This design comes from an exercise in tuning for small area on the open sky130 flow, not from production work.
Function was checked by simulation only, so behaviour that the tests miss may differ from the original.
The flow treats the clock pin as an ideal source, which a real chip does not have.
No activity file was given, so power comes from the tool's default toggle rates.

Setup of exp/quartz:
## conv_ctrl_top
module conv_ctrl_top
(
    input  logic        clk,
    input  logic        rst,
    input  logic        start,
    input  logic [39:0] cfg,
    input  logic        weight_ack,
    input  logic        load_done,
    input  logic        run_done,
    input  logic        drain_done,
    output logic        weight_req,
    output logic        load_en,
    output logic        load_restart,
    output logic        run_start,
    output logic        drain_en,
    output logic [3:0]  bank_sel,
    output logic [19:0] ifmap_win,
    output logic [19:0] weight_win,
    output logic [19:0] out_win,
    output logic        done_filter,
    output logic        done_all
);
Size: about 970 cells after synthesis, about 120 flip-flops, roughly 120 I/O pins.
Settings: LEC_CHECK=0, CAP_MARGIN=20, CORE_MARGIN=2, CORE_UTILIZATION=70, SLEW_MARGIN=20; clock period 30.0 ns.
standard.sh (not shown) runs the stock make flow with config.mk's settings and CLKGATE_MAP_FILE= SYNTH_SCRIPT=/design/flow/synth_recipe.tcl, a recipe that flattens the netlist after the stock synthesis.
==> flow/flow/run.sh <==
#!/bin/bash
# The standard layout with an area-oriented synthesis mapping:
# ripple-carry adders instead of Kogge-Stone, no full/half-adder cell
# extraction, an area-only ABC script, and the smallest buffer on ports.
# The clock tree uses small clock buffers and no dummy loads; those
# driving the slowest clock pins are then upsized (post_cts.tcl).
# Registers are inferred and mapped exactly as in the standard synthesis.
set -euo pipefail
W=$(pwd)
F=$W/flow
{ head -n 1 synth_recipe.tcl; cat $F/abc_proc.tcl; tail -n +2 synth_recipe.tcl; } > $W/flow_synth.tcl
export FLOW_ABC_SCRIPT=$F/abc_area.script
export BUFFER_PORTS_ARGS="-buffer_cell sky130_fd_sc_hd__buf_1"
export CTS_ARGS="-sink_clustering_enable -repair_clock_nets -dont_use_dummy_load \
  -buf_list sky130_fd_sc_hd__clkbuf_4 -root_buf sky130_fd_sc_hd__clkbuf_4 \
  -sink_clustering_size 16 -sink_clustering_max_diameter 60"
export POST_CTS_TCL=$F/post_cts.tcl
bash standard.sh SYNTH_SCRIPT=$W/flow_synth.tcl ADDER_MAP_FILE= \
  "SYNTH_OPERATIONS_ARGS=-extra-map $F/lcu_ripple.v" finish > $W/standard.log 2>&1
Other scripts of this flow, unchanged in this note and not shown: flow/flow/abc_area.script, flow/flow/abc_proc.tcl, flow/flow/lcu_ripple.v, flow/flow/post_cts.tcl
exp/quartz finished all stages; the layout is clean.
Input-level comparison between exp/maple and exp/quartz:
--- a/flow/design.v
+++ b/flow/design.v
@@ -270,13 +270,13 @@
     logic [9:0] w_next;
     assign w_next = w_s + {5'd0, w_kern};
     assign w_e    = w_next - 10'd1;
     always_ff @(posedge clk or negedge rst) begin
         if (!rst) begin
             w_kern <= 5'd1;
-        end else if (chan_setup) begin
+        end else if (chan_first) begin
             w_kern <= kern;
         end
     end
     always_ff @(posedge clk or negedge rst) begin
         if (!rst) begin
             w_s <= '0;
@@ -290,14 +290,14 @@
     assign o_s = {o_b[9:4] + tile[5:0], o_b[3:0]};
     assign o_e = o_b + o_x;
     always_ff @(posedge clk or negedge rst) begin
         if (!rst) begin
             o_b <= '0;
             o_x <= '0;
-        end else if (chan_setup) begin
-            if (chan_first) o_b <= (state == S_CSL) ? 10'd0 : o_e + 10'd1;
+        end else if (chan_first) begin
+            o_b <= (state == S_CSL) ? 10'd0 : o_e + 10'd1;
             o_x <= olm1w;
         end
     end
     assign bank_sel     = chan_lo;
     assign ifmap_win    = {i_s, i_e};
     assign weight_win   = {w_s, w_e};
==> run summary <==
Compared with exp/quartz, exp/maple shows a setup slack of the worst register-to-register path that is 0.21 ns higher. Post-route standard cell area excluding fillers sits lower in exp/maple than in exp/quartz. Initial core utilization: exp/maple vs exp/quartz — no meaningful difference. Between exp/maple and exp/quartz, the difference in net count reported at finish is negligible. Met1 capacity usage during global routing, exp/maple and exp/quartz: lower on exp/quartz. Lower met3 routed wirelength was reported by exp/maple, not exp/quartz. exp/maple against exp/quartz: final wirelength went down by 5.5%; final setup slack of the worst path went down by 0.021 ns.

* * *

## nickel
Another version of the RTL of conv_ctrl_top (not shown whole).
Size: about 970 cells after synthesis, ~120 flip-flops, about 120 I/O pins, roughly 7200 sq um of cells after synthesis.
Settings: LEC_CHECK=0, CAP_MARGIN=20, CORE_MARGIN=2, CORE_UTILIZATION=70, SLEW_MARGIN=20; clock period 30.0 ns.
==> flow/flow/abc_area.script <==
strash
&get -n
&fraig -x
&put
scorr
dc2
strash
dch -f
amap -F 20 -A 20
strash
dch -f
amap -F 20 -A 20
==> flow/flow/abc_proc.tcl <==
# Map the logic with this flow's area script in place of ORFS's
proc abc {args} {
  set i [lsearch -exact $args -script]
  if { $i >= 0 } {
    lset args [expr { $i + 1 }] $::env(FLOW_ABC_SCRIPT)
  }
  yosys abc {*}$args
}
==> flow/flow/lcu_ripple.v <==
(* techmap_celltype = "$lcu" *)
module _80_lcu_ripple (P, G, CI, CO);
	parameter WIDTH = 2;

	(* force_downto *)
	input [WIDTH-1:0] P, G;
	input CI;

	(* force_downto *)
	output [WIDTH-1:0] CO;

	integer i;
	(* force_downto *)
	reg [WIDTH-1:0] g;

	wire [1023:0] _TECHMAP_DO_ = "proc; opt -fast";

	always @* begin
		g = G;
		g[0] = g[0] | (P[0] & CI);
		for (i = 1; i < WIDTH; i = i + 1)
			g[i] = g[i] | P[i] & g[i - 1];
	end

	assign CO = g;
endmodule
==> flow/flow/post_cts.tcl <==
estimate_parasitics -placement
set flow_upsized 0
foreach inst [get_cells -filter "ref_name == sky130_fd_sc_hd__clkbuf_4"] {
  set out [get_pins -of_objects $inst -filter "direction == output"]
  set worst 0
  foreach pin [get_pins -of_objects [get_nets -of_objects $out] -filter "direction == input"] {
    foreach rf {rise fall} {
      set s [get_property $pin slew_max_$rf]
      if { $s > $worst } { set worst $s }
    }
  }
  if { $worst > 0.1 } {
    replace_cell $inst sky130_fd_sc_hd__clkbuf_8
    incr flow_upsized
  }
}
puts "upsized $flow_upsized clock buffers"
if { $flow_upsized > 0 } {
  detailed_placement
  estimate_parasitics -placement
}
Scripts as last shown in full above: flow/flow/run.sh
#### Input delta (garnet over nickel)
--- a/flow/design.v
+++ b/flow/design.v
@@ -255,22 +255,24 @@
             i_rem <= 10'd1;
         end else if (chan_setup) begin
             i_rem <= len;
         end else if (tile_setup) begin
             i_rem <= i_left[10] ? 10'd0 : i_left[9:0];
         end
     end
     always_ff @(posedge clk or negedge rst) begin
         if (!rst) begin
             i_e1 <= 10'd1;
-        end else if (chan_first || (state == S_CSN && chan[3:0] == 4'd15)) begin
-            i_e1 <= (chan_first ? 10'd0 : i_e1) + len;
+        end else if (chan_first) begin
+            i_e1 <= len;
+        end else if (state == S_CSN && chan[3:0] == 4'd15) begin
+            i_e1 <= i_e1 + len;
         end
     end
     logic [4:0] w_kern;      
     logic [9:0] w_next;
     assign w_next = w_s + {5'd0, w_kern};
     assign w_e    = w_next - 10'd1;
     always_ff @(posedge clk or negedge rst) begin
         if (!rst) begin
             w_kern <= 5'd1;
         end else if (state == S_CSL) begin
## What came out
Result for garnet and nickel: all clean
Looking at garnet and nickel, the clock power is a wash.
The run with more routed wire is garnet, not nickel.
When garnet is set beside nickel, its post-placement setup slack turns out to be 0.0097 ns larger.
Against nickel, garnet comes in 1 higher on non-clock buffer instance count of the final layout.
Looking at clock insertion delay at the later pin of the skew report across garnet and nickel, the one that comes out higher is nickel.
Delta (garnet minus nickel): area of the multi-input gates neither gained nor lost much; final instance area picked up an extra about 0.44%; synthesized area picked up an extra about 0.33%; worst setup slack picked up an extra 0.051 ns.
Re post-route clock period utilization: nickel was higher than garnet.
Looking at sequential share of layout area, garnet sits 0.17 points below nickel.

## static timing again, ports no longer ideal
In the flow no input, the clock included, has a driving cell. The finished layouts below were timed again as built, in two steps.
Step 1: set_driving_cell puts a clkbuf_16 on clk and a buf_2 on each other input, an assumption about the parent block.
Step 2 times the ports against the registers' clock, not the clock port: input delays grow and output delays shrink by t, the midpoint of the rising clock arrivals with the driver on.
Slacks: ideal ports / drivers / drivers and shift; pairs: ideal ports / drivers.
run	t (ns)	setup WS [ns]	worst setup path after step 2	pins driven straight from the clock port
exp/quartz	0.451	20.334 / 20.296 / 20.747	register to output	1
exp/maple	0.447	20.314 / 20.278 / 20.725	register to output	1
nickel	0.457	20.292 / 20.255 / 20.712	register to output	1
garnet	0.442	20.344 / 20.308 / 20.750	register to output	1
After both steps setup and hold are still met in every run listed.
